Background: an optimization exercise with open tools, aiming at a short achievable clock period and few clock cycles. Do not read the settings as production practice. Function was checked by simulation only, so behaviour that the tests miss may differ from the original. Power is estimated from default activity; no workload was simulated.

===== flow/run.sh =====
#!/bin/bash
# synth_recipe.tcl (not shown) runs the flow's synth.tcl, then flattens the netlist and writes it again
# the make line also repeats each setting of config.mk as NAME=value (left out here)
make -C /OpenROAD-flow-scripts/flow DESIGN_CONFIG=/design/flow/config.mk WORK_HOME=/design/flow/orfs CLKGATE_MAP_FILE= SYNTH_SCRIPT=/design/flow/synth_recipe.tcl finish

===== flow/config.mk =====
export PLATFORM = sky130hd
export DESIGN_NAME = processorTop
export DESIGN_NICKNAME = processorTop
export VERILOG_FILES = /design/flow/design.v
export SDC_FILE = /design/flow/constraint.sdc
export NUM_CORES = 4
export LEC_CHECK = 0
export CAP_MARGIN = 20
export CORE_MARGIN = 2
export CORE_UTILIZATION = 30
export PLACE_DENSITY = 0.4
export SLEW_MARGIN = 20

===== flow/constraint.sdc =====
create_clock -name core_clock -period 9.0 [get_ports {clk}]
set_input_delay 1.8000 -clock core_clock [delete_from_list [all_inputs] [get_ports {clk}]]
set_output_delay 1.8000 -clock core_clock [all_outputs]
set_load 0.01 [all_outputs]

===== flow/design.v =====
package cpuPkg;
    typedef enum logic [8-1:0] {
        NOP      = 8'h00,
        ENDOP    = 8'h01,
        CLAC     = 8'h02,
        LDIAC    = 8'h03,
        LDAC     = 8'h04,
        STR      = 8'h05,
        STIR     = 8'h06,
        JUMP     = 8'h07,
        JMPNZ    = 8'h08,
        JMPZ     = 8'h09,
        MUL      = 8'h0A,
        ADD      = 8'h0B,
        SUB      = 8'h0C,
        INCAC    = 8'h0D,
        MV_RL_AC = 8'h1F,  
        MV_RP_AC = 8'h2F,
        MV_RQ_AC = 8'h3F,
        MV_RC_AC = 8'h4F,
        MV_R_AC  = 8'h5F,
        MV_R1_AC = 8'h6F,
        MV_AC_RP = 8'h7F,
        MV_AC_RQ = 8'h8F,
        MV_AC_RL = 8'h9F
    } opcodeT;
    typedef enum logic [5:0] {
        IDLE, FETCH1, FETCH2, NOP1, ENDOP1, CLAC1,
        LDIAC1, LDIAC2, LDIAC3, LDIAC4, LDAC1, LDAC2, LDAC3,
        STR1, STR2, STIR1, STIR2, STIR3, JUMP1, JUMP2, SKIP1,
        MUL1, ADD1, SUB1, INCAC1,
        MV_RL_AC1, MV_RP_AC1, MV_RQ_AC1, MV_RC_AC1, MV_R_AC1, MV_R1_AC1,
        MV_AC_RP1, MV_AC_RQ1, MV_AC_RL1
    } stateT;
    typedef enum logic [2:0] {
        ALU_CLR, ALU_PASS, ALU_ADD, ALU_SUB, ALU_MUL, ALU_INC, ALU_IDLE
    } aluOpT;
    typedef enum logic [3:0] {
        BUS_DMEM, BUS_R, BUS_IR, BUS_RL, BUS_RC, BUS_RP, BUS_RQ, BUS_R1, BUS_AC, BUS_NONE
    } busSelT;
    typedef struct packed {
        logic ar;
        logic r;
        logic pc;
        logic ir;
        logic rl;
        logic rc;
        logic rp;
        logic rq;
        logic r1;
        logic ac;
    } regWrT;
    typedef struct packed {
        logic pc;
        logic rc;
        logic rp;
        logic rq;
    } regIncT;
    typedef struct packed {
        aluOpT  aluOp;
        regWrT  wr;
        regIncT inc;
        busSelT busSel;
        logic   dmemWe;
        logic   zWe;
    } ctrlWordT;
    typedef logic [12-1:0] dataWordT;
    typedef struct packed {
        logic                   imemWe;
        logic                   dmemWe;
        logic [8-1:0] addr;
        dataWordT               data;  
    } hostReqT;
endpackage
`timescale 1ns/1ps
module processorTop (
    input  logic        clk,
    input  logic        reset,
    input  logic        start,
    input  logic        hostImemWe,
    input  logic        hostDmemWe,
    input  logic [7:0]  hostAddr,
    input  logic [11:0] hostData,
    output logic [11:0] hostRdata,
    output logic        ready,
    output logic        done
);
    localparam logic [7:0] NOP = 8'h00, ENDOP = 8'h01, CLAC = 8'h02,
        LDIAC = 8'h03, LDAC = 8'h04, STR = 8'h05, STIR = 8'h06, JUMP = 8'h07,
        JMPNZ = 8'h08, JMPZ = 8'h09, MUL = 8'h0A, ADD = 8'h0B, SUB = 8'h0C,
        INCAC = 8'h0D, MV_RL_AC = 8'h1F, MV_RP_AC = 8'h2F, MV_RQ_AC = 8'h3F,
        MV_RC_AC = 8'h4F, MV_R_AC = 8'h5F, MV_R1_AC = 8'h6F, MV_AC_RP = 8'h7F,
        MV_AC_RQ = 8'h8F, MV_AC_RL = 8'h9F;
    logic [255:0][7:0]  im0;   
    logic [255:0][7:0]  im1;   
    logic [255:0][11:0] dm;    
    logic        idle, running, fin;
    logic [7:0]  pc, pc2, pc3;   
    logic [7:0]  b0, b1;         
    logic [11:0] ac, r, rl, rc, rp, rq, r1;
    logic        zv;             
    logic [15:1][11:0] mt;       
    assign ready = idle;
    assign done  = fin;
    wire isEnd   = (b0 == ENDOP);
    wire isClac  = (b0 == CLAC);
    wire isLdiac = (b0 == LDIAC);
    wire isLdac  = (b0 == LDAC);
    wire isStr   = (b0 == STR);
    wire isStir  = (b0 == STIR);
    wire isJump  = (b0 == JUMP);
    wire isJnz   = (b0 == JMPNZ);
    wire isJz    = (b0 == JMPZ);
    wire isMul   = (b0 == MUL);
    wire isAdd   = (b0 == ADD);
    wire isSub   = (b0 == SUB);
    wire isInc   = (b0 == INCAC);
    wire isMvRl  = (b0 == MV_RL_AC);
    wire isMvRp  = (b0 == MV_RP_AC);
    wire isMvRq  = (b0 == MV_RQ_AC);
    wire isMvRc  = (b0 == MV_RC_AC);
    wire isMvR   = (b0 == MV_R_AC);
    wire isMvR1  = (b0 == MV_R1_AC);
    wire isAcRp  = (b0 == MV_AC_RP);
    wire isAcRq  = (b0 == MV_AC_RQ);
    wire isAcRl  = (b0 == MV_AC_RL);
    wire zf      = zv & (ac == 12'd0);
    wire taken   = isJump | (isJnz & ~zf) | (isJz & zf);
    wire len2    = isLdiac | isStir | isJump | isJnz | isJz;
    wire endNext = ~len2 & ~isEnd & (b1 == ENDOP);
    wire stop    = isEnd | endNext;
    wire [7:0] rdP2  = im0[pc2];
    wire [7:0] rdP3  = im0[pc3];
    wire [7:0] rdT0  = im0[b1];
    wire [7:0] rdT1  = im1[b1];
    logic [7:0] nb0, nb1, npc, npc2, npc3;
    always_comb begin
        if (idle) begin
            nb0 = im0[0];  nb1 = im0[1];
            npc = 8'd0;    npc2 = 8'd2;       npc3 = 8'd3;
        end else if (taken) begin
            nb0 = rdT0;    nb1 = rdT1;
            npc = b1;      npc2 = b1 + 8'd2;  npc3 = b1 + 8'd3;
        end else if (len2) begin
            nb0 = rdP2;    nb1 = rdP3;
            npc = pc2;     npc2 = pc2 + 8'd2; npc3 = pc3 + 8'd2;
        end else begin
            nb0 = b1;      nb1 = rdP2;
            npc = pc + 8'd1; npc2 = pc3;      npc3 = pc3 + 8'd1;
        end
    end
    wire [11:0] rdA = dm[b1];         
    wire [11:0] rdB = dm[ac[7:0]];    
    wire [11:0] mul0 = (ac[3:0]  == 4'd0) ? 12'd0 : mt[ac[3:0]];
    wire [11:0] mul1 = (ac[7:4]  == 4'd0) ? 12'd0 : mt[ac[7:4]];
    wire [11:0] mul2 = (ac[11:8] == 4'd0) ? 12'd0 : mt[ac[11:8]];
    wire [11:0] prod = mul0 + {mul1[7:0], 4'd0} + {mul2[3:0], 8'd0};
    logic [11:0] acN;
    logic        acWe;
    always_comb begin
        acWe = 1'b1;
        acN  = ac;
        if (isClac)       acN = 12'd0;
        else if (isLdiac) acN = rdA;
        else if (isLdac)  acN = rdB;
        else if (isMul)   acN = prod;
        else if (isAdd)   acN = ac + r;
        else if (isSub)   acN = ac - rc;
        else if (isInc)   acN = ac + 12'd1;
        else if (isAcRp)  acN = rp;
        else if (isAcRq)  acN = rq;
        else if (isAcRl)  acN = rl;
        else              acWe = 1'b0;
    end
    wire        exec = running;
    wire        pWe  = exec & (isStr | isStir);
    wire [7:0]  pWa  = isStr ? ac[7:0] : b1;
    wire [11:0] pWd  = isStr ? r : ac;
    logic [15:1][11:0] mtN;
    always_comb begin
        mtN[1]  = ac;
        mtN[2]  = {ac[10:0], 1'b0};
        mtN[3]  = ac + {ac[10:0], 1'b0};
        mtN[4]  = {ac[9:0], 2'b0};
        mtN[5]  = ac + {ac[9:0], 2'b0};
        mtN[6]  = {mtN[3][10:0], 1'b0};
        mtN[7]  = {ac[8:0], 3'b0} - ac;
        mtN[8]  = {ac[8:0], 3'b0};
        mtN[9]  = {ac[8:0], 3'b0} + ac;
        mtN[10] = {mtN[5][10:0], 1'b0};
        mtN[11] = {ac[8:0], 3'b0} + mtN[3];
        mtN[12] = {mtN[3][9:0], 2'b0};
        mtN[13] = {ac[8:0], 3'b0} + mtN[5];
        mtN[14] = {mtN[7][10:0], 1'b0};
        mtN[15] = {ac[7:0], 4'b0} - ac;
    end
    always_ff @(posedge clk) begin
        if (reset) begin
            idle <= 1'b1; running <= 1'b0; fin <= 1'b0;
            pc <= '0; pc2 <= '0; pc3 <= '0; b0 <= '0; b1 <= '0;
            ac <= '0; r <= '0; rl <= '0; rc <= '0; rp <= '0; rq <= '0; r1 <= '0;
            zv <= 1'b0;
            mt <= '0;
        end else begin
            if (idle) begin
                if (start) begin
                    idle <= 1'b0; running <= 1'b1;
                end
            end else if (running & stop) begin
                running <= 1'b0; fin <= 1'b1;
            end
            if (idle | running) begin
                pc <= npc; pc2 <= npc2; pc3 <= npc3; b0 <= nb0; b1 <= nb1;
            end
            if (exec) begin
                if (acWe) begin
                    ac <= acN;
                    zv <= 1'b1;
                end
                if (isMvRl) rl <= ac;
                if (isMvR)  r  <= ac;
                if (isMvR1) begin
                    r1 <= ac;
                    mt <= mtN;
                end
                if (isMvRc)     rc <= ac;
                else if (isMul) rc <= rc + 12'd1;
                if (isMvRp)     rp <= ac;
                else if (isMul) rp <= rp + 12'd1;
                if (isMvRq)     rq <= ac;
                else if (isMul) rq <= rq + 12'd1;
            end
        end
    end
    wire        dWe = idle ? hostDmemWe : pWe;
    wire [7:0]  dWa = idle ? hostAddr   : pWa;
    wire [11:0] dWd = idle ? hostData   : pWd;
    for (genvar i = 0; i < 256; i++) begin : g_mem
        always_ff @(posedge clk) begin
            if (dWe && dWa == 8'(i)) dm[i] <= dWd;
            if (hostImemWe && hostAddr == 8'(i)) im0[i] <= hostData[7:0];
            if (hostImemWe && hostAddr == 8'(i + 1)) im1[i] <= hostData[7:0];
        end
    end
    logic [15:0][11:0] hq;
    logic [3:0]        hHi;
    always_ff @(posedge clk) begin
        for (int g = 0; g < 16; g++) hq[g] <= dm[{4'(g), hostAddr[3:0]}];
        hHi <= hostAddr[7:4];
    end
    assign hostRdata = hq[hHi];
endmodule

==> impl_metrics.env, run 1 <==
export IMPL_drt_total_wl_um=1647000
export IMPL_drc=0
export IMPL_grt_pass1_wl_um=2144000
export IMPL_reg2reg_slack_ps=1000
export IMPL_hold_ws_ps=458.2
export IMPL_status="complete, but fails checks"
export IMPL_ys_seq_elements=5503
export IMPL_start_util_pct=30.10
export IMPL_ctsLongestPathBuffers=5
export IMPL_drtIter0Drc=35350
export IMPL_grt_pass1_vias=209800
export IMPL_r2r_end="ac[11]"
export IMPL_use_met3_pct=8.541
export IMPL_crit_fanout=19
export IMPL_cts_tree="yes"
export IMPL_hold_depth=2
export IMPL_synth_nets=18730
export IMPL_ir_drop_mv=0.1478
export IMPL_antenna_found_initial=230
export IMPL_async_flop_share_pct=0
export IMPL_cts_hold_buf=0
export IMPL_slew_headroom_pct=-0.7577
export IMPL_globalRouteMet2Util_pct=44.61
export IMPL_finish_net_count=18780
export IMPL_grt_max_degree=166
export IMPL_cp_required_ps=10040
export IMPL_use_met1_pct=40.52
export IMPL_seq_area_frac_synth_pct=50.06
export IMPL_postCtsSetupBuffers=0
export IMPL_synth_edf_count=5120
export IMPL_die_h_um=1041
export IMPL_grt_busiest_layer="met2"
export IMPL_max_clock_freq_mhz=125.0
export IMPL_hold_viol_final=0
export IMPL_synth_area_per_cell_um2=17.37
export IMPL_syn2layout_area_growth_pct=13.83
export IMPL_skew_ps=57.00
export IMPL_post_cts_resized=0
export IMPL_clockRootBuffer="clkbuf_16"
export IMPL_clkTransAtPathRegs_ps=60
export IMPL_core_mm2=1.071
export IMPL_ys_top_cells_by_area="edfxtp_1, mux4_2, mux2i_1"
export IMPL_cp_end_kind="register"
export IMPL_holdPathEnd="mt[115]"
export IMPL_worst_pin_slew_ps=1495
export IMPL_track_usage_pct=29.66
export IMPL_rsz0062_at_grt="false"
export IMPL_min_from="mt[115]"
export IMPL_cts_sinks=5503
export IMPL_dp_hpwl_um=1134000
export IMPL_worstReg2RegStart="ac[5]"
export IMPL_grt_overflow_total=0
export IMPL_crit_arrival_ps=9040
export IMPL_maxCapViolCount=1
export IMPL_maxSlewViolCount=1
export IMPL_setup_viol=0
export IMPL_synth_warnings=1
export IMPL_ant_nets=0
export IMPL_startpoint_type="register"
export IMPL_so_violations="capacitance limit, slew limit"
export IMPL_utilization_pct=34.27
export IMPL_critPathKind="register to register"
export IMPL_r2r_cells=25
export IMPL_ys_types=94
export IMPL_core_rowCount=380
export IMPL_timing_final_crit_share_pct=88.87
export IMPL_dr_total_vias=220800
export IMPL_drive_above_1_share_pct=40.90
export IMPL_ios=39
export IMPL_crit_path_start="ac[5]"
export IMPL_viasPerCell=6.566
export IMPL_syn_cell_area_mm2=0.3225
export IMPL_synthCells=18560
export IMPL_dieArea_mm2=1.083
export IMPL_synth_top_area_share_pct=47.68
export IMPL_synthFlopType="edfxtp_1"
export IMPL_clock_latency_ps=1170
export IMPL_gp_congestion=0.9667
export IMPL_fin_total_pwr_mw=65.69
export IMPL_drt_first_pass_iters=8
export IMPL_cts_inserted_buffers=684
export IMPL_synth_top_area_cell="edfxtp_1"
export IMPL_hp_class="register to register"
export IMPL_die_w_um=1041
export IMPL_portBuffers=38
export IMPL_period_minus_slack_ps=7998
export IMPL_leakagePower_nw=109.4
export IMPL_routedWlPerCell_um=48.98
export IMPL_power_density_mw_per_mm2=179.0
export IMPL_ctsHtreeMaxLevel=6
[flip-flops by register name, summed over array words and instances (netlist names)]
register / cells
ac: 12
b0: 8
b1: 8
dm: 3072
fin: 1
hHi: 4
hq: 192
idle: 1
im0: 688
im1: 1360
mt: 79
pc2: 8
pc3: 8
r: 12
rc: 12
rl: 12
rp: 12
rq: 12
running: 1
zv: 1
[worst max-delay path: stages (launching register included)]
cell and delay, ps:
dfxtp_4 690, clkinv_2 330, ha_1 350, xor2_1 300, inv_1 100, fa_1 530
xor2_2 720, o21ai_0 390, a2bb2oi_1 230, o221ai_1 180, o31ai_1 150, nand2_1 90
a21oi_1 80, a211oi_1 490, ha_1 330, ha_1 220, fa_1 480, a21o_1 180
a21oi_1 260, o21bai_1 110, a21oi_1 220, xnor2_1 180, xnor2_1 170, xor3_1 530
a2111oi_2 390, a31oi_1 140
[where the power goes]
part	switching (mW)	total [mW]	internal (mW)
Clock	12.1	28.6	16.5
Combinational	5.70	8.70	2.99
Sequential	0.230	28.4	28.2
[layer usage]
layer	routed length, um	vias up	part of all wire (%)
li1	-	80950	-
met1	662000	122600	40
met2	729700	14570	44
met3	177000	2615	11
met4	77660	104	4.7
met5	708	-	0.043
[cells by family after synthesis]
kind of cell,Yosys count,share of synthesized area (%)
compound gates,2282,4.697
buf+inv,1940,2.971
mux,5909,37.83
flops,5503,50.06
simple gates,2675,3.552
fa+ha+maj,137,0.5642
xor+xnor,118,0.3252
[through the flow]
step | instance area, um^2 | cells | setup TNS, ps | worst slack [ps]
after floorplan | 322500 | 18560 | -60040 | -234.5
final | 367100 | 33630 | 0 | 1002
after global routing | 366900 | 33550 | 0 | 698.0
after detailed placement | 344100 | 32250 | 0 | 1140
after global placement | 343700 | 32230 | 0 | 1041
after CTS | 366600 | 33490 | 0 | 1120
[layout by cell type, fill, tap and decap left out, types with 210 or more instances in the layout]
cell / Yosys / routed
mux2i_1: 819 / 816
buf_4: 177 / 1012
nand3_1: 226 / 220
o21ai_0: 373 / 352
clkbuf_16: 0 / 705
nor2_2: 0 / 313
edfxtp_1: 5120 / 5120
nor2_1: 988 / 601
dfxtp_1: 383 / 342
a21oi_1: 594 / 587
a22oi_1: 210 / 210
mux4_2: 5016 / 5016
nand2_1: 984 / 940
[cells in the mapped netlist, types with 130 or more instances]
master,instances
nand2_1,984
a22oi_1,210
buf_4,177
o21ai_0,373
a211oi_1,130
buf_2,456
nor2_1,988
buf_1,266
edfxtp_1,5120
mux4_2,5016
dfxtp_1,383
nand3_1,226
clkbuf_1,800
mux2i_1,819
a21oi_1,594
[area by class of cell]
class / count / area [um^2]
fillers: 101200 / 704100
flip-flops and latches: 5503 / 161500
multi-input cells: 11120 / 153600
clock buffers: 878 / 18570
well taps: 14330 / 17920
repair buffers: 1194 / 10800
clock inverters: 363 / 3851
inverters: 110 / 456.7
diodes: 133 / 332.8
[how the worst max path moves through the flow]
stage,depth (start not counted),slack (ps),end
2_1_floorplan,7,-230,dm[1007]
3_3_place_gp,25,1040,ac[11]
3_5_place_dp,25,1140,ac[11]
4_1_cts,25,1120,ac[11]
5_1_grt,25,700,ac[11]
6_report,25,1000,ac[11]
Testbench counts, summed over its fixed seeds: cycles 13,865.
==> run 2, diff against run 1 <==
--- a/flow/config.mk
+++ b/flow/config.mk
@@ -5,8 +5,8 @@
 export SDC_FILE = /design/flow/constraint.sdc
 export NUM_CORES = 4
 export LEC_CHECK = 0
-export CAP_MARGIN = 20
+export CAP_MARGIN = 40
 export CORE_MARGIN = 2
 export CORE_UTILIZATION = 30
 export PLACE_DENSITY = 0.4
-export SLEW_MARGIN = 20
+export SLEW_MARGIN = 40
==> run 2 against run 1 <==
  * Now clean on timing, DRC and antenna
  * Register-to-register slack improved by 80 ps
  * Count of clock-buffer cells in the layout increased by 8
  * Worst setup slack improved by 79 ps
  * Clock skew increased by 21 ps
  * Critical path type unchanged
  * Largest power group unchanged
==> impl_metrics.env, run 2 <==
export IMPL_status="finished clean"
export IMPL_die_w_um=1041
export IMPL_cp_required_ps=10030
export IMPL_synth_nets=18730
export IMPL_core_rowCount=380
export IMPL_viasPerCell=6.558
export IMPL_synth_area_per_cell_um2=17.37
export IMPL_hold_depth=2
export IMPL_gp_congestion=0.9667
export IMPL_track_usage_pct=29.74
export IMPL_synth_warnings=1
export IMPL_ctsHtreeMaxLevel=6
export IMPL_maxSlewViolCount=0
export IMPL_portBuffers=38
export IMPL_synth_common_cells="edfxtp_1, mux4_2, nor2_1, nand2_1, mux2i_1"
export IMPL_period_minus_slack_ps=7919
export IMPL_grt_pass1_vias=211300
export IMPL_dieArea_mm2=1.083
export IMPL_finish_net_count=18810
export IMPL_postCtsSetupBuffers=0
export IMPL_reg2reg_slack_ps=1080
export IMPL_largest_reg_flops=3072
export IMPL_synthFlopType="edfxtp_1"
export IMPL_max_clock_freq_mhz=126.3
export IMPL_startpoint_type="register"
export IMPL_hold_ws_ps=463.0
export IMPL_crit_fanout=19
export IMPL_antenna_found_initial=207
export IMPL_cp_end_kind="register"
export IMPL_synth_top_area_share_pct=47.68
export IMPL_r2r_cells=25
export IMPL_ios=39
export IMPL_met3_length_um=175000
export IMPL_skew_ps=78.05
export IMPL_drtIter0Drc=34760
export IMPL_timing_final_crit_share_pct=87.99
export IMPL_drt_first_pass_iters=8
export IMPL_dp_hpwl_um=1137000
export IMPL_fin_cells=33670
export IMPL_routedWlPerCell_um=48.98
export IMPL_dp_cells=32270
export IMPL_clkTransAtPathRegs_ps=60
export IMPL_syn_cell_area_mm2=0.3225
export IMPL_largest_register="dm"
export IMPL_clock_latency_ps=1190
export IMPL_m1WireLength_um=666000
export IMPL_leakagePower_nw=109.9
export IMPL_drive_above_1_share_pct=41.76
export IMPL_crit_arrival_ps=8950
export IMPL_worstReg2RegStart="ac[5]"
export IMPL_setup_viol=0
export IMPL_ir_drop_mv=0.1639
export IMPL_cts_hold_buf=0
export IMPL_syn2layout_area_growth_pct=14.44
export IMPL_largestRegisters="dm (3072), im1 (1360), im0 (688)"
export IMPL_synthCells=18560
export IMPL_hold_viol_final=0
export IMPL_clockRootBuffer="clkbuf_16"
export IMPL_start_util_pct=30.10
export IMPL_cts_inserted_buffers=685
export IMPL_ys_seq_elements=5503
export IMPL_final_cell_mix="edfxtp_1, mux4_2, buf_4"
export IMPL_ys_top_cells_by_area="edfxtp_1, mux4_2, mux2i_1"
export IMPL_rsz0062_at_grt="false"
export IMPL_slew_headroom_pct=25.73
export IMPL_holdPathEnd="mt[115]"
export IMPL_place_ws_ps=1183
export IMPL_drc=0
export IMPL_power_density_mw_per_mm2=178.2
export IMPL_layout_commonest_cell="edfxtp_1"
export IMPL_maxCapViolCount=0
export IMPL_grt_overflow_total=0
export IMPL_r2r_end="ac[11]"
export IMPL_drt_total_wl_um=1649000
export IMPL_met2_length_um=721200
export IMPL_synth_edf_count=5120
export IMPL_grt_pass1_wl_um=2150000
export IMPL_fin_tns_setup_ps=0
export IMPL_layout_setup_ws_ps=1081
export IMPL_yosysMostFrequentCell="edfxtp_1"
export IMPL_critPathKind="register to register"
export IMPL_ctsLongestPathBuffers=5
export IMPL_async_flop_share_pct=0
export IMPL_dr_total_vias=220800
export IMPL_core_mm2=1.071
export IMPL_post_cts_resized=0
export IMPL_ant_nets=0
export IMPL_synth_top_area_cell="edfxtp_1"
export IMPL_utilization_pct=34.45
export IMPL_ys_types=94
export IMPL_seq_area_frac_synth_pct=50.06
export IMPL_cts_tree="yes"
export IMPL_hp_class="register to register"
export IMPL_worst_pin_slew_ps=1114
export IMPL_min_from="mt[115]"
export IMPL_grt_max_degree=161
export IMPL_cts_sinks=5503
export IMPL_routed_top_layer="met5"
export IMPL_die_h_um=1041
run 2: cell counts after synthesis:
Identical to the previous run, type by type.
run 2: layout make-up:
class                            count  area [um^2]
Antenna cell                       140        350.3
Clock buffer                       886        18740
Clock inverter                     358         3722
Fill cell                       101100       702200
Inverter                           110        456.7
Multi-Input combinational cell   11120       154800
Sequential cell                   5503       161600
Tap cell                         14330        17920
Timing Repair Buffer              1226        11510
run 2: layer usage:
layer | GRT usage (%) | vias to the layer above
met5 | 0.05230 | -
li1 | - | 81100
met4 | 13.35 | 110
met1 | 40.56 | 122700
met3 | 8.813 | 2739
met2 | 43.91 | 14150
run 2: worst max-delay path, cell delays in order, from the launching register on:
cell	delay, ps
dfxtp_4	690
clkinv_2	320
ha_1	350
xor2_1	280
inv_1	100
fa_1	520
xor2_2	770
o21ai_0	390
a2bb2oi_1	230
o221ai_1	180
o31ai_1	140
nand2_1	90
a21oi_1	90
a211oi_1	470
ha_1	330
ha_1	220
fa_1	480
a21o_1	180
a21oi_1	250
o21bai_1	110
a21oi_1	210
xnor2_1	180
xnor2_1	160
xor3_1	530
a2111oi_2	390
a31oi_1	130
run 2: where the power goes:
part           internal, mW  switching, mW  leakage (nW)
Clock                  16.4           12.2          11.0
Combinational          3.04           5.75          49.4
Sequential             28.2          0.223          49.5
Total                  47.6           18.1           110
run 2: logic make-up after synthesis:
| group | synth area share (%) |
|---|---|
| flip-flops | 50.06 |
| buffers and inverters | 2.971 |
| multiplexers | 37.83 |
| XOR/XNOR | 0.3252 |
| adder cells (fa/ha/maj) | 0.5642 |
| AO/OA/AOI/OAI | 4.697 |
| AND/OR/NAND/NOR | 3.552 |
run 2: how the worst max path moves through the flow:
stage                     start  endpoint  slack [ps]  cells after the start
after floorplan           b0[6]  dm[1007]        -230                      7
after global placement    ac[5]    ac[11]        1040                     25
after detailed placement  ac[5]    ac[11]        1180                     25
after CTS                 ac[5]    ac[11]        1180                     25
after global routing      ac[5]    ac[11]         640                     25
final                     ac[5]    ac[11]        1080                     25
run 2: through the flow:
step	total power, mW	instance area [um^2]
3_5_place_dp	37.50	345700
2_1_floorplan	33.38	322500
5_1_grt	67.13	368800
4_1_cts	65.97	368200
3_3_place_gp	37.47	343700
6_report	65.76	369000
==> run 3, diff against run 2 <==
--- a/flow/design.v
+++ b/flow/design.v
@@ -72,6 +72,26 @@
         dataWordT               data;  
     } hostReqT;
 endpackage
+`timescale 1ns/1ps
+module muxTree #(
+    parameter int W = 12,
+    parameter int S = 8
+) (
+    input  logic [(1<<S)-1:0][W-1:0] d,
+    input  logic [S-1:0]             sel,
+    output logic [W-1:0]             y
+);
+    logic [(2<<S)-1:1][W-1:0] t;
+    for (genvar i = 0; i < (1 << S); i++) begin : g_leaf
+        assign t[(1 << S) + i] = d[i];
+    end
+    for (genvar k = 0; k < S; k++) begin : g_lvl
+        for (genvar n = (1 << k); n < (2 << k); n++) begin : g_node
+            assign t[n] = sel[S-1-k] ? t[2*n+1] : t[2*n];
+        end
+    end
+    assign y = t[1];
+endmodule
 `timescale 1ns/1ps
 module processorTop (
     input  logic        clk,
@@ -149,11 +169,14 @@
             npc = pc + 8'd1; npc2 = pc3;      npc3 = pc3 + 8'd1;
         end
     end
-    wire [11:0] rdA = dm[b1];         
-    wire [11:0] rdB = dm[ac[7:0]];    
-    wire [11:0] mul0 = (ac[3:0]  == 4'd0) ? 12'd0 : mt[ac[3:0]];
-    wire [11:0] mul1 = (ac[7:4]  == 4'd0) ? 12'd0 : mt[ac[7:4]];
-    wire [11:0] mul2 = (ac[11:8] == 4'd0) ? 12'd0 : mt[ac[11:8]];
+    logic [11:0] rdA, rdB;
+    muxTree #(.W(12), .S(8)) uRdA (.d(dm), .sel(b1),      .y(rdA));   
+    muxTree #(.W(12), .S(8)) uRdB (.d(dm), .sel(ac[7:0]), .y(rdB));   
+    wire [15:0][11:0] mtAll = {mt, 12'd0};
+    logic [11:0] mul0, mul1, mul2;
+    muxTree #(.W(12), .S(4)) uM0 (.d(mtAll), .sel(ac[3:0]),  .y(mul0));
+    muxTree #(.W(12), .S(4)) uM1 (.d(mtAll), .sel(ac[7:4]),  .y(mul1));
+    muxTree #(.W(12), .S(4)) uM2 (.d(mtAll), .sel(ac[11:8]), .y(mul2));
     wire [11:0] prod = mul0 + {mul1[7:0], 4'd0} + {mul2[3:0], 8'd0};
     logic [11:0] acN;
     logic        acWe;
@@ -242,11 +265,9 @@
             if (hostImemWe && hostAddr == 8'(i + 1)) im1[i] <= hostData[7:0];
         end
     end
-    logic [15:0][11:0] hq;
-    logic [3:0]        hHi;
+    logic [11:0] hostRd;
+    muxTree #(.W(12), .S(8)) uRdHost (.d(dm), .sel(hostAddr), .y(hostRd));
     always_ff @(posedge clk) begin
-        for (int g = 0; g < 16; g++) hq[g] <= dm[{4'(g), hostAddr[3:0]}];
-        hHi <= hostAddr[7:4];
-    end
-    assign hostRdata = hq[hHi];
+        hostRdata <= hostRd;
+    end
 endmodule
--- a/flow/config.mk
+++ b/flow/config.mk
@@ -9,4 +9,6 @@
 export CORE_MARGIN = 2
 export CORE_UTILIZATION = 30
 export PLACE_DENSITY = 0.4
+export SETUP_SLACK_MARGIN = 5
 export SLEW_MARGIN = 40
+export TNS_END_PERCENT = 5
==> run 3 against run 2 <==
  * Fmax is 67% higher
  * Synthesized cell count is 5.4% lower
  * Combinational power is 13% higher
  * Critical path type unchanged
==> impl_metrics.env, run 3 <==
export IMPL_ctsLongestPathBuffers=5
export IMPL_largestRegisters="dm (3072), im0 (1568), im1 (480)"
export IMPL_viasPerCell=6.618
export IMPL_drive_above_1_share_pct=44.72
export IMPL_synth_common_cells="edfxtp_1, mux4_2, nor2_1, mux2i_1, nand2_1"
export IMPL_crit_arrival_ps=5610
export IMPL_yosysMostFrequentCell="edfxtp_1"
export IMPL_finish_net_count=18160
export IMPL_cts_sinks=5319
export IMPL_die_w_um=1023
export IMPL_routedWlPerCell_um=50.68
export IMPL_hp_class="register to register"
export IMPL_timing_final_crit_share_pct=52.57
export IMPL_combinationalPowerShare_pct=15.4
export IMPL_sw_frac_of_total_pct=28.10
export IMPL_synth_edf_count=5120
export IMPL_worst_pin_slew_ps=1089
export IMPL_ys_types=92
export IMPL_ir_drop_mv=0.1488
export IMPL_cp_cell_sequence="buf_4, buf_16, inv_12, buf_6, buf_6, nand2_1, a31oi_2, o21a_1, a21oi_1, o21ai_4, a31oi_1, o211ai_1"
export IMPL_skew_ps=97.11
export IMPL_leakagePower_nw=110.3
export IMPL_grt_pass1_wl_um=2113000
export IMPL_grt_overflow_total=0
export IMPL_clock_latency_ps=1150
export IMPL_cp_num_buf_inv=5
export IMPL_cts_tree="yes"
export IMPL_dieArea_mm2=1.047
export IMPL_crit_family="compound AO/OA/AOI/OAI gates"
export IMPL_max_clock_freq_mhz=211.3
export IMPL_timing_critical_path_mode_cell="buf_6"
export IMPL_grt_max_degree=157
export IMPL_slew_headroom_pct=27.10
export IMPL_ios=39
export IMPL_clockRootBuffer="clkbuf_16"
export IMPL_ys_seq_elements=5319
export IMPL_rsz0062_at_grt="true"
export IMPL_hold_viol_final=0
export IMPL_track_usage_pct=30.26
export IMPL_grt_pass1_vias=206300
export IMPL_dr_total_vias=214400
export IMPL_cpPeakStageDelay_ps=830
export IMPL_portBuffers=38
export IMPL_seqPwrFrac_pct=42.2
export IMPL_synth_area_per_cell_um2=17.74
export IMPL_antenna_found_initial=182
export IMPL_ant_nets=0
export IMPL_clkTransAtPathRegs_ps=60
export IMPL_setup_viol=0
export IMPL_gp_congestion=0.9582
export IMPL_final_cell_mix="edfxtp_1, mux4_2, buf_4"
export IMPL_drt_first_pass_iters=8
export IMPL_maxCapViolCount=0
export IMPL_core_rowCount=374
export IMPL_pwr_share_clk_pct=42.4
export IMPL_critPathSlowestCell="o211ai_1"
export IMPL_maxSlewViolCount=0
export IMPL_startpoint_type="register"
export IMPL_fin_tns_setup_ps=0
export IMPL_synth_nets=17700
export IMPL_ctsHtreeMaxLevel=6
export IMPL_cts_hold_buf=0
export IMPL_switchingPower_mw=18.22
export IMPL_start_util_pct=30.07
export IMPL_critPathKind="register to register"
export IMPL_seq_area_frac_synth_pct=50.63
export IMPL_cp_end_kind="register"
export IMPL_synthCells=17560
export IMPL_dp_hpwl_um=1067000
export IMPL_drc=0
export IMPL_ys_top_cells_by_area="edfxtp_1, mux4_2, mux2i_1"
export IMPL_cp_required_ps=9880
export IMPL_fill_cells=96870
export IMPL_synth_top_area_share_pct=49.35
export IMPL_largest_register="dm"
export IMPL_drt_total_wl_um=1642000
export IMPL_fin_total_pwr_mw=64.83
export IMPL_core_mm2=1.036
export IMPL_syn_cell_area_mm2=0.3115
export IMPL_synthFlopType="edfxtp_1"
export IMPL_syn2layout_area_growth_pct=17.87
export IMPL_power_density_mw_per_mm2=176.6
export IMPL_synth_warnings=1
export IMPL_cts_inserted_buffers=670
export IMPL_p_int_mw=46.61
export IMPL_crit_fanout=10
export IMPL_largest_reg_flops=3072
export IMPL_die_h_um=1023
export IMPL_layout_commonest_cell="edfxtp_1"
export IMPL_drtIter0Drc=32850
export IMPL_async_flop_share_pct=0
export IMPL_synth_top_area_cell="edfxtp_1"
export IMPL_status="finished clean"
export IMPL_period_minus_slack_ps=4732
-- run 3: logic make-up after synthesis --
family,after synthesis,share of synthesized area [%]
and+or+nand+nor,2382,3.298
buffers and inverters,1791,2.868
DFF,5319,50.63
AOI/OAI and AO/OA,2092,4.528
xor gates and xnor gates,100,0.2811
muxes,5755,37.89
adders and majority gates,118,0.5004
-- run 3: layer usage --
metal | vias up | global-route usage (%) | part of all wire [%]
met1 | 118000 | 38.49 | 37
li1 | 78180 | - | -
met4 | 54 | 19.16 | 7.7
met3 | 3540 | 7.362 | 9.5
met2 | 14610 | 46.55 | 45
met5 | - | 0 | 0.029
-- run 3: path summary, 6_finish.rpt --
check	startpoint	to	slack, ps	depth (start not counted)
max reg2reg	b1[1]	b0[3]	4270	12
min	mt[177]	mt[177]	450	2
min reg2reg	mt[177]	mt[177]	450	2
max	b1[1]	b0[3]	4270	12
-- run 3: worst min-delay path: cells and delay by family (launching register included) --
family             cells  cell delay [ps]
DFF                    1              310
AOI/OAI and AO/OA      1               50
and+or+nand+nor        1               50
-- run 3: area by class of cell --
type | count | area [um^2] | area share (%)
tap | 13720 | 17170 | 4.677
timing repair buffer | 1489 | 19360 | 5.272
timing repair inverter | 1 | 8.758 | 0.002385
multi-input combinational | 10450 | 150600 | 41.03
antenna | 137 | 342.8 | 0.09337
clock inverter | 369 | 3784 | 1.030
sequential | 5319 | 157800 | 42.99
inverter | 84 | 447.9 | 0.1220
clock buffer | 824 | 17580 | 4.789
-- run 3: through the flow --
step           hold WS [ps]  utilization (%)  setup slack, ps  std cells  area, um^2
3_3_place_gp          441.6            32.01             2184      30550      331600
6_report              447.9            35.44             4268      32390      367200
2_1_floorplan         425.9                -             4303      17560      313100
4_1_cts               451.9            35.03             4572      32080      363000
5_1_grt               478.8            35.42             4522      32290      366900
3_5_place_dp          443.7            32.22             2959      30580      333800
-- run 3: what timing repair did --
action | 4_1_cts | 5_1_grt
gates resized for setup | 616 | 270
cloned | 68 | 50
setup buffers | 236 | 108
setup endpoints to repair | 5121 | 2259
pin swaps | 89 | 43
-- run 3: power by group through the flow --
stage	combinational, mW	sequential (mW)	clock, mW
final	9.95	27.4	27.5
after detailed placement	8.95	27.9	0
after floorplan	4.87	27.9	0
after global placement	8.90	28.0	0
after CTS	9.48	27.4	27.8
after global routing	9.97	27.4	28.7
Testbench counts of run 3, summed over its fixed seeds: cycles 13,865.

what the ideal ports hide:
The flow's constraints put no driver on any port. The routed layouts listed below were extracted and timed again, unchanged, in two steps.
Step 1 assumes that a clkbuf_16 drives the clock port and a buf_2 every other input.
Step 2 adds t to the input delays and takes it off the output delays; t is the mean of the earliest and latest rising clock arrival at the registers after step 1. Input paths then give back, and output paths get back, about the clock's delay inside the block.
a / b / c = no drivers / after step 1 / after step 2; a / b = the first two.
run | shift t [ns] | setup slack, ns | worst setup path after step 2 | worst register clock-pin slew, ns
run 1 | 1.304 | 1.002 / 1.002 / 1.002 | register to register | 0.07 / 0.07
run 2 | 1.298 | 1.081 / 1.081 / 1.081 | register to register | 0.08 / 0.08
run 3 | 1.266 | 4.268 / 4.268 / 3.386 | input to register | 0.07 / 0.07
The setup slack of run 3, which loses most, moves by 0.000 ns with the drivers and by -0.882 ns with both steps.
